This design comes from an exercise in tuning for small area, a short achievable clock period and few clock cycles on the open sky130 flow, not from production work.
In this exercise RTL edits were held to simulation tests only and were not proved equivalent to the original.

the baseline:
==> flow/design.v (excerpt) <==
module trialign_top (
  input  logic                                       CLK,
  input  logic                                       rst,
  input  logic                                       start_i,
  input  logic [trialign_pkg::LEN_A_BITS-1:0]         len_a_i,
  input  logic [trialign_pkg::LEN_BC_BITS-1:0]        len_b_i,
  input  logic [trialign_pkg::LEN_BC_BITS-1:0]        len_c_i,
  input  logic [trialign_pkg::SYM_BITS-1:0]           a_sym_i,
  input  logic [trialign_pkg::SYM_BITS-1:0]           b_sym_i,
  input  logic [trialign_pkg::SYM_BITS-1:0]           c_sym_i,
  input  logic                                       score_ready_i,
  output logic [trialign_pkg::A_ADDR_BITS-1:0]        a_addr_o,
  output logic [trialign_pkg::BC_ADDR_BITS-1:0]       b_addr_o,
  output logic [trialign_pkg::BC_ADDR_BITS-1:0]       c_addr_o,
  output logic                                       busy_o,
  output logic signed [trialign_pkg::SCORE_BITS-1:0]  score_o,
  output logic                                       score_valid_o
);
  localparam int W = NCOL * E_BITS;
  typedef logic [E_BITS-1:0] e_t;
  localparam logic [1:0] S_IDLE = 2'd0;
  localparam logic [1:0] S_WAIT = 2'd1;
  localparam logic [1:0] S_RUN  = 2'd2;
  localparam logic [1:0] S_HOLD = 2'd3;
  logic [1:0]             state;
  logic [2:0]             ld_cnt;
  logic                   fresh;       
  logic [LEN_A_BITS-1:0]  la_q;
  logic [LEN_BC_BITS-1:0] lb_q;
  logic [LEN_BC_BITS-1:0] lc_q;
  logic                   swap_q;
  logic [LEN_BC_BITS-1:0] lr_q;        
  logic                   lr1_q;       
  logic [LEN_BC_BITS-1:0] lp_q;        
  logic [2:0]             lm1_q;       
  logic                   l2_q;        
  logic [LEN_BC_BITS-1:0] lcol_q;      
  logic [9:0]             k_q;         
  logic [LEN_A_BITS-1:0]  pa_q;        
  logic [LEN_BC_BITS-1:0] j_q;
  logic [A_ADDR_BITS-1:0] a_addr_q;
  logic                   first_plane;
  logic                   first_row;
  logic [SYM_BITS-1:0]    a_t1;        
  logic [SYM_BITS-1:0]    a_cur;       
  logic [SYM_BITS-1:0]    b_cur;       
  logic                   eq_ar_q;
  logic                   eq_br_q;
  logic [SYM_BITS-1:0]    bs_q;        
  ...
Size: roughly 9300 cells after synthesis, ~57 I/O pins, ~67000 um^2 of cells after synthesis.
==> flow/config.mk <==
export PLATFORM = sky130hd
export DESIGN_NAME = trialign_top
export DESIGN_NICKNAME = trialign_top
export VERILOG_FILES = /design/flow/design.v
export SDC_FILE = /design/flow/constraint.sdc
export NUM_CORES = 4
export LEC_CHECK = 0
export ABC_AREA = 1
export CAP_MARGIN = 40
export CORE_MARGIN = 2
export CORE_UTILIZATION = 60
export CTS_CLUSTER_DIAMETER = 100
export CTS_CLUSTER_SIZE = 20
export PLACE_DENSITY = 0.7
export SLEW_MARGIN = 40
==> flow/constraint.sdc <==
create_clock -name core_clock -period 24.0 [get_ports {CLK}]
set_input_delay 4.8000 -clock core_clock [delete_from_list [all_inputs] [get_ports {CLK}]]
set_output_delay 4.8000 -clock core_clock [all_outputs]
set_load 0.01 [all_outputs]
standard.sh (not shown) runs the stock make flow with config.mk's settings and CLKGATE_MAP_FILE= SYNTH_SCRIPT=/design/flow/synth_recipe.tcl, a recipe that flattens the netlist after the stock synthesis.
==> flow/flow/run.sh <==
#!/bin/bash
# Layout: the standard flow, except that the port buffers are plain
# buffers (buf_2) instead of the delay cell buffer_ports picks itself, and
# that timing repair aims for 17.9 ns of setup slack at the 24 ns clock, so
# that it sizes the logic for a shorter achieved period.
set -euo pipefail
export BUFFER_PORTS_ARGS="-buffer_cell sky130_fd_sc_hd__buf_2"
export SETUP_SLACK_MARGIN=17.9
bash standard.sh > standard.log 2>&1
Testbench counts of the baseline, summed over its fixed seeds: cycles 11,251.
Setup changes, the baseline to the candidate
# the baseline
export LEC_CHECK = 0
export ABC_AREA = 1
export CAP_MARGIN = 40
export CORE_MARGIN = 2
export CORE_UTILIZATION = 60
export CTS_CLUSTER_DIAMETER = 100
export CTS_CLUSTER_SIZE = 20
export PLACE_DENSITY = 0.7
export SLEW_MARGIN = 40
create_clock -name core_clock -period 24.0 [get_ports {CLK}]
# the candidate
export LEC_CHECK = 0
export CAP_MARGIN = 40
export CORE_MARGIN = 2
export CORE_UTILIZATION = 30
export CTS_BUF_LIST = sky130_fd_sc_hd__clkbuf_4
export PLACE_DENSITY = 0.4
export SLEW_MARGIN = 40
create_clock -name core_clock -period 24.0 [get_ports {CLK}]
==> flow/flow/run.sh <==
#!/bin/bash
# Layout: the standard flow, except that the port buffers are plain
# buffers (buf_2) instead of the delay cell buffer_ports picks itself, and
# that timing repair aims for 18 ns of setup slack at the 24 ns clock, so
# that it sizes the logic for a shorter achieved period.
set -euo pipefail
export BUFFER_PORTS_ARGS="-buffer_cell sky130_fd_sc_hd__buf_2"
export SETUP_SLACK_MARGIN=18
bash standard.sh > standard.log 2>&1
Results
- Compared with the baseline, in the candidate worst slew slack as a fraction of its limit +0.41 points; routability congestion estimate from global placement -0.14; post-synthesis net count -about 20%.
- Sequential share of layout area delta for the candidate relative to the baseline: 3.4 points lower
- Relative to the baseline, the global routing usage on met2 of the candidate is lower by 24 points.


== run 1 ==
trialign_top again, from the RTL that the note above started with.
Settings: LEC_CHECK=0, CAP_MARGIN=40, CORE_MARGIN=2, CORE_UTILIZATION=30, CTS_CLUSTER_DIAMETER=100, CTS_CLUSTER_SIZE=25, PLACE_DENSITY=0.4, SLEW_MARGIN=40; clock period 24.0 ns.
==> flow/flow/run.sh <==
#!/bin/bash
# Layout: the standard flow, except that the port buffers are plain
# buffers (buf_2) instead of the delay cell buffer_ports picks itself, and
# that timing repair aims for 18 ns of setup slack at the 24 ns clock, so
# that it sizes the logic for a shorter achieved period.
set -euo pipefail
export BUFFER_PORTS_ARGS="-buffer_cell sky130_fd_sc_hd__buf_2"
export SETUP_SLACK_MARGIN=18
bash standard.sh > standard.log 2>&1
Testbench counts of run 1, summed over its fixed seeds: cycles 11,251.
--- input diff run 1..run 2 ---
- PLACE_DENSITY: 0.4 -> 0.7
- CORE_UTILIZATION: 30 -> 60
- CTS_CLUSTER_SIZE: 25 -> 20
[summary]
Run 2 ended with every stage complete and zero timing, DRC or antenna violations. TritonCTS buffer count on run 2 is down relative to run 1. Run 1 has a higher placement-stage cell area than run 2.
Input changes introduced in run 3 (baseline for comparison: run 2):
- ABC_AREA: unset -> 1
- Looking at capturing instance or port of the critical path, the c_addr_o[0] result is from run 3; the c_addr_o[2] one comes from run 2.
- The worst reg-to-reg path cell count of run 3 falls short of that of run 2 by 4.
- Summary of run 3 over run 2: final design area excluding fillers dropped about 4%, simple logic cell fraction of the synthesized area has increased.
- Run 3 finished every stage and its layout cleared the timing, design-rule and antenna checks.
- Diff run 2 -> run 3: final period demand of the worst path went up by 12 ps, total met3 wirelength after detailed routing went up by about 40%, post-synthesis sequential area ratio went up by 0.52 points.
- Run 2 → run 3: instance count of the mapped netlist saw an increase; final worst-path cycle share closely matched the old numbers.
- Against run 2, run 3 reports a worst hold slack that is higher.


trialign_top again, from the RTL that the note above started with.
clock: 24.0 ns
lec_check: 0
cap_margin: 40
core_margin: 2
core_utilization: 50
cts_cluster_diameter: 100
cts_cluster_size: 20
place_density: 0.6
slew_margin: 40
Scripts as last shown in full above: flow/flow/run.sh
The baseline ran to the end with no violations.
Testbench counts at the start, summed over its fixed seeds: cycles 11,251.
Rerun with:
Settings changed: CORE_UTILIZATION 50 to 30, PLACE_DENSITY 0.6 to 0.4.
What happened: The new run completed without violations. Clock skew is higher by 0.0073 ns. Via count is lower by 0.99%. Non-clock buffer count is higher by 32. Global-route usage is lower by 8.4 points. First-iteration DRC count is lower by 30%. Clock-buffer cell count is higher by 6. Design area is higher by 3.2%.
Rerun with:
Settings changed: ABC_AREA set to 1, CORE_UTILIZATION 30 to 60, PLACE_DENSITY 0.4 to 0.7, TNS_END_PERCENT set to 5.
Worst hold slack gets better by 0.014 ns.
Area after synthesis falls slightly.
Count of clock-buffer cells in the layout drops by 10.
Rerun with:
Settings changed: CORE_UTILIZATION 60 to 50, PLACE_DENSITY 0.7 to 0.6, TNS_END_PERCENT 5 to not set.
Effect: Design area went up by about 0.9%; fmax went down by 0.53%; setup slack got worse by 0.032 ns; sequential share of layout area went down by 0.31 points; clock-buffer cell count went up by 9; clock skew went up by 0.019 ns; core utilization went down by 9.9 points; wire length went up by about 4%; non-clock buffer count went up by 15.
Rerun with:
--- a/flow/flow/run.sh
+++ b/flow/flow/run.sh
@@ -4 +4 @@
-# that timing repair aims for 18 ns of setup slack at the 24 ns clock, so
+# that timing repair aims for 17.6 ns of setup slack at the 24 ns clock, so
@@ -8 +8 @@
-export SETUP_SLACK_MARGIN=18
+export SETUP_SLACK_MARGIN=17.6
Settings changed: ABC_AREA 1 to not set, CORE_UTILIZATION 50 to 30, PLACE_DENSITY 0.6 to 0.4.
=> Register-to-register slack gets worse by 0.63 ns. Die area rises by 68%. Maximum frequency went down by 2.7%.
Rerun with:
--- a/flow/flow/run.sh
+++ b/flow/flow/run.sh
@@ -4 +4 @@
-# that timing repair aims for 17.6 ns of setup slack at the 24 ns clock, so
+# that timing repair aims for 18 ns of setup slack at the 24 ns clock, so
@@ -8 +8 @@
-export SETUP_SLACK_MARGIN=17.6
+export SETUP_SLACK_MARGIN=18
Settings changed: ABC_AREA set to 1, CORE_UTILIZATION 30 to 60, CTS_CLUSTER_DIAMETER 100 to 80, CTS_CLUSTER_SIZE 20 to 26, PLACE_DENSITY 0.4 to 0.7.
The changed run produced a clean layout.
Final cell count goes up by about 5%.
Clock skew hardly moves.
Final area goes down by 5.6%.


Another version of the RTL of trialign_top (not shown whole).
For scale: ~9900 cells after synthesis, ~70000 um^2 of cells after synthesis.
==> flow/config.mk <==
export PLATFORM = sky130hd
export DESIGN_NAME = trialign_top
export DESIGN_NICKNAME = trialign_top
export VERILOG_FILES = /design/flow/design.v
export SDC_FILE = /design/flow/constraint.sdc
export NUM_CORES = 4
export LEC_CHECK = 0
export ABC_AREA = 1
export CAP_MARGIN = 40
export CORE_MARGIN = 2
export CORE_UTILIZATION = 60
export CTS_CLUSTER_DIAMETER = 100
export CTS_CLUSTER_SIZE = 20
export PLACE_DENSITY = 0.7
export SLEW_MARGIN = 40
export SYNTH_HIERARCHICAL = 1
==> flow/constraint.sdc <==
create_clock -name core_clock -period 24.0 [get_ports {CLK}]
set_input_delay 4.8000 -clock core_clock [delete_from_list [all_inputs] [get_ports {CLK}]]
set_output_delay 4.8000 -clock core_clock [all_outputs]
set_load 0.01 [all_outputs]
==> flow/flow/run.sh <==
#!/bin/bash
# Layout: the standard flow, except that the port buffers are plain
# buffers (buf_2) instead of the delay cell buffer_ports picks itself, and
# that timing repair aims for 18 ns of setup slack at the 24 ns clock, so
# that it sizes the logic for a shorter achieved period.
set -euo pipefail
export BUFFER_PORTS_ARGS="-buffer_cell sky130_fd_sc_hd__buf_2"
export SETUP_SLACK_MARGIN=18
bash standard.sh > standard.log 2>&1
Testbench counts at the start, summed over its fixed seeds: cycles 11,251.
Then changed:
SYNTH_HIERARCHICAL = default   (was 1)
Effect: The changed run produced a clean layout; global-route usage increases by 1.7 points; cell area went down by 5.3%; worst hold slack hardly moves; core utilization shrinks by 0.12 points; via count decreases by 2.6%; worst setup slack improved by 0.016 ns; clock skew goes down by 0.013 ns; register-to-register slack degrades by 0.28 ns.


trialign_top, a different RTL version from the one above (not shown whole).
Size in the first run: about 6800 cells after synthesis, ~1100 flip-flops, roughly 57 I/O pins.
Design trialign_top, start of the top module:
module trialign_top (
  input  logic                                       CLK,
  input  logic                                       rst,
  input  logic                                       start_i,
  input  logic [trialign_pkg::LEN_A_BITS-1:0]         len_a_i,
  input  logic [trialign_pkg::LEN_BC_BITS-1:0]        len_b_i,
  input  logic [trialign_pkg::LEN_BC_BITS-1:0]        len_c_i,
  input  logic [trialign_pkg::SYM_BITS-1:0]           a_sym_i,
  input  logic [trialign_pkg::SYM_BITS-1:0]           b_sym_i,
  input  logic [trialign_pkg::SYM_BITS-1:0]           c_sym_i,
  input  logic                                       score_ready_i,
  output logic [trialign_pkg::A_ADDR_BITS-1:0]        a_addr_o,
  output logic [trialign_pkg::BC_ADDR_BITS-1:0]       b_addr_o,
  output logic [trialign_pkg::BC_ADDR_BITS-1:0]       c_addr_o,
  output logic                                       busy_o,
  output logic signed [trialign_pkg::SCORE_BITS-1:0]  score_o,
  output logic                                       score_valid_o
);
==> flow/config.mk <==
export PLATFORM = sky130hd
export DESIGN_NAME = trialign_top
export DESIGN_NICKNAME = trialign_top
export VERILOG_FILES = /design/flow/design.v
export SDC_FILE = /design/flow/constraint.sdc
export NUM_CORES = 4
export LEC_CHECK = 0
export CAP_MARGIN = 40
export CORE_MARGIN = 2
export CORE_UTILIZATION = 30
export PLACE_DENSITY = 0.4
export SLEW_MARGIN = 40
==> flow/constraint.sdc <==
create_clock -name core_clock -period 24.0 [get_ports {CLK}]
set_input_delay 4.8000 -clock core_clock [delete_from_list [all_inputs] [get_ports {CLK}]]
set_output_delay 4.8000 -clock core_clock [all_outputs]
set_load 0.01 [all_outputs]
==> flow/flow/run.sh <==
#!/bin/bash
# Layout: the standard flow, unchanged except that the port buffers are
# plain buffers (buf_2) instead of the delay cell buffer_ports picks itself.
set -euo pipefail
export BUFFER_PORTS_ARGS="-buffer_cell sky130_fd_sc_hd__buf_2"
bash standard.sh > standard.log 2>&1
The baseline went through all stages and came out clean.
Testbench counts at the start, summed over its fixed seeds: cycles 13,796.
Next try:
==> flow/flow/run.sh (replaced) <==
#!/bin/bash
# Layout: the standard flow, except that the port buffers are plain
# buffers (buf_2) instead of the delay cell buffer_ports picks itself, and
# that timing repair aims for 18 ns of setup slack at the 24 ns clock, so
# that it sizes the logic for a shorter achieved period.
set -euo pipefail
export BUFFER_PORTS_ARGS="-buffer_cell sky130_fd_sc_hd__buf_2"
export SETUP_SLACK_MARGIN=18
bash standard.sh > standard.log 2>&1
Setup slack gets better by 0.28 ns.
Fmax went up by a few percent.
Register-to-register slack gets better by 0.32 ns.
Flip-flop and latch count does not change.
Synthesized cell count is unchanged.
Next try:
==> flow/run.sh (new file) <==
#!/bin/bash
# synth_recipe.tcl (not shown) runs the flow's synth.tcl, then flattens the netlist and writes it again
# the make line also repeats each setting of config.mk as NAME=value (left out here)
make -C /OpenROAD-flow-scripts/flow DESIGN_CONFIG=/design/flow/config.mk WORK_HOME=/design/flow/orfs CLKGATE_MAP_FILE= SYNTH_SCRIPT=/design/flow/synth_recipe.tcl finish
removed: flow/flow/run.sh
removed: flow/standard.sh
Cell area is unchanged.
Utilization stays the same.
Routed wire length barely changes.
Global-route usage is about the same.
Clock-buffer cell count increases by 1.
Flip-flop and latch count stays the same.
Setup slack got worse by 0.67 ns.
Area after synthesis is unchanged.


trialign_top with an RTL version that a note above also has.
For scale: roughly 9300 cells after synthesis, about 57 I/O pins, roughly 67000 um2 of cells after synthesis.
==> flow/config.mk <==
export PLATFORM = sky130hd
export DESIGN_NAME = trialign_top
export DESIGN_NICKNAME = trialign_top
export VERILOG_FILES = /design/flow/design.v
export SDC_FILE = /design/flow/constraint.sdc
export NUM_CORES = 4
export LEC_CHECK = 0
export ABC_AREA = 1
export CAP_MARGIN = 40
export CORE_MARGIN = 2
export CORE_UTILIZATION = 60
export CTS_CLUSTER_DIAMETER = 100
export CTS_CLUSTER_SIZE = 20
export GPL_TIMING_DRIVEN = 1
export PLACE_DENSITY = 0.7
export SLEW_MARGIN = 40
==> flow/constraint.sdc <==
create_clock -name core_clock -period 24.0 [get_ports {CLK}]
set_input_delay 4.8000 -clock core_clock [delete_from_list [all_inputs] [get_ports {CLK}]]
set_output_delay 4.8000 -clock core_clock [all_outputs]
set_load 0.01 [all_outputs]
==> flow/flow/run.sh <==
#!/bin/bash
# Layout: the standard flow, except that the port buffers are plain
# buffers (buf_2) instead of the delay cell buffer_ports picks itself, and
# that timing repair aims for 18 ns of setup slack at the 24 ns clock, so
# that it sizes the logic for a shorter achieved period.
set -euo pipefail
export BUFFER_PORTS_ARGS="-buffer_cell sky130_fd_sc_hd__buf_2"
export SETUP_SLACK_MARGIN=18
bash standard.sh > standard.log 2>&1
The starting point produced a clean layout.
Testbench counts at the start, summed over its fixed seeds: cycles 11,251.
Rerun with:
--- a/flow/flow/run.sh
+++ b/flow/flow/run.sh
@@ -4 +4 @@
-# that timing repair aims for 18 ns of setup slack at the 24 ns clock, so
+# that timing repair aims for 17.5 ns of setup slack at the 24 ns clock, so
@@ -8 +8 @@
-export SETUP_SLACK_MARGIN=18
+export SETUP_SLACK_MARGIN=17.5
Settings changed: GPL_TIMING_DRIVEN 1 to unset.
After rerunning:
- fmax decreases by 2.9%
- clock-buffer cell count increases by 3
- die area stays the same
- routed wire length decreases by 0.48%
Rerun with:
--- a/flow/flow/run.sh
+++ b/flow/flow/run.sh
@@ -4 +4 @@
-# that timing repair aims for 17.5 ns of setup slack at the 24 ns clock, so
+# that timing repair aims for 18 ns of setup slack at the 24 ns clock, so
@@ -8 +8 @@
-export SETUP_SLACK_MARGIN=17.5
+export SETUP_SLACK_MARGIN=18
Settings changed: CORE_UTILIZATION 60 to 70, PLACE_DENSITY 0.7 to 0.8.
=> The changed run passed the timing, design-rule and antenna checks. Setup slack improved by 190 ps. Clock-buffer cell count does not change. Maximum frequency goes up by 3.2%. Final cell count goes down by 2.0%. Hold slack hardly moves. Non-clock buffer count goes up by 7.
Rerun with:
Settings changed: CAP_MARGIN 40 to 10, CORE_UTILIZATION 70 to 60, PLACE_DENSITY 0.8 to 0.7, SLEW_MARGIN 40 to 10.
Effect:
- The changed run completed with no timing, DRC or antenna violations
- non-clock buffer count rose by 3
- maximum frequency hardly moves
- worst setup slack loses 10 ps
- design area is higher by 0.38%
- sequential share of layout area shrinks by 0.14 points
- critical path depth stays the same
- first-iteration DRC count goes down by 15%

re-timing with driven ports:
In the flow no input, the clock included, has a driving cell. The finished layouts below were timed again as built, in two steps. Step 1 (the two cells are an assumption about what drives the block):
set clk [get_ports {CLK}]
set_driving_cell -lib_cell sky130_fd_sc_hd__clkbuf_16 $clk
set_driving_cell -lib_cell sky130_fd_sc_hd__buf_2 [delete_from_list [all_inputs] $clk]
Step 2, shift: input delay + t, output delay - t, t = (earliest + latest rising clock arrival at the registers) / 2. This alone moves slack from input paths to output paths. Three values: no drivers, after step 1, after step 2; two values: the first two.
run	shift t [ns]	setup slack, ns	hold slack, ns
the baseline	0.752	17.926 / 17.853 / 17.474	0.339 / 0.339 / 0.339
the candidate	1.349	17.282 / 17.203 / 17.441	0.285 / 0.285 / 0.285
run 1	0.799	17.872 / 17.785 / 17.402	0.335 / 0.335 / 0.335
run 2	0.740	17.950 / 17.877 / 17.700	0.314 / 0.314 / 0.314
run 3	0.748	17.938 / 17.863 / 17.621	0.344 / 0.344 / 0.344
the first run of note 3	0.752	17.919 / 17.842 / 17.551	0.323 / 0.323 / 0.323
the second run of note 3	0.818	17.866 / 17.777 / 17.410	0.330 / 0.330 / 0.330
the third run of note 3	0.748	17.936 / 17.861 / 17.422	0.344 / 0.344 / 0.344
the fourth run of note 3	0.775	17.904 / 17.824 / 17.549	0.347 / 0.347 / 0.347
the fifth run of note 3	0.799	17.733 / 17.648 / 17.346	0.342 / 0.342 / 0.342
the sixth run of note 3	0.809	17.863 / 17.785 / 17.607	0.338 / 0.338 / 0.338
the first run of note 4	0.758	17.919 / 17.845 / 17.607	0.344 / 0.344 / 0.344
the second run of note 4	0.759	17.934 / 17.858 / 17.459	0.345 / 0.345 / 0.345
the first run of note 5	0.870	17.526 / 17.441 / 17.480	0.342 / 0.342 / 0.342
the second run of note 5	0.857	17.801 / 17.716 / 17.396	0.339 / 0.339 / 0.339
the third run of note 5	0.857	17.128 / 17.039 / 17.319	0.342 / 0.342 / 0.342
the first run of note 6	0.748	17.938 / 17.863 / 17.621	0.344 / 0.344 / 0.344
the second run of note 6	0.745	17.755 / 17.710 / 17.060	0.344 / 0.344 / 0.344
the third run of note 6	0.739	17.947 / 17.874 / 17.613	0.343 / 0.343 / 0.343
the fourth run of note 6	0.739	17.937 / 17.864 / 17.611	0.343 / 0.343 / 0.343
After both steps every run listed still meets setup and hold. For the second run of note 6, which loses most, drivers alone change the setup slack by -0.045 ns; drivers and shift together by -0.695 ns.
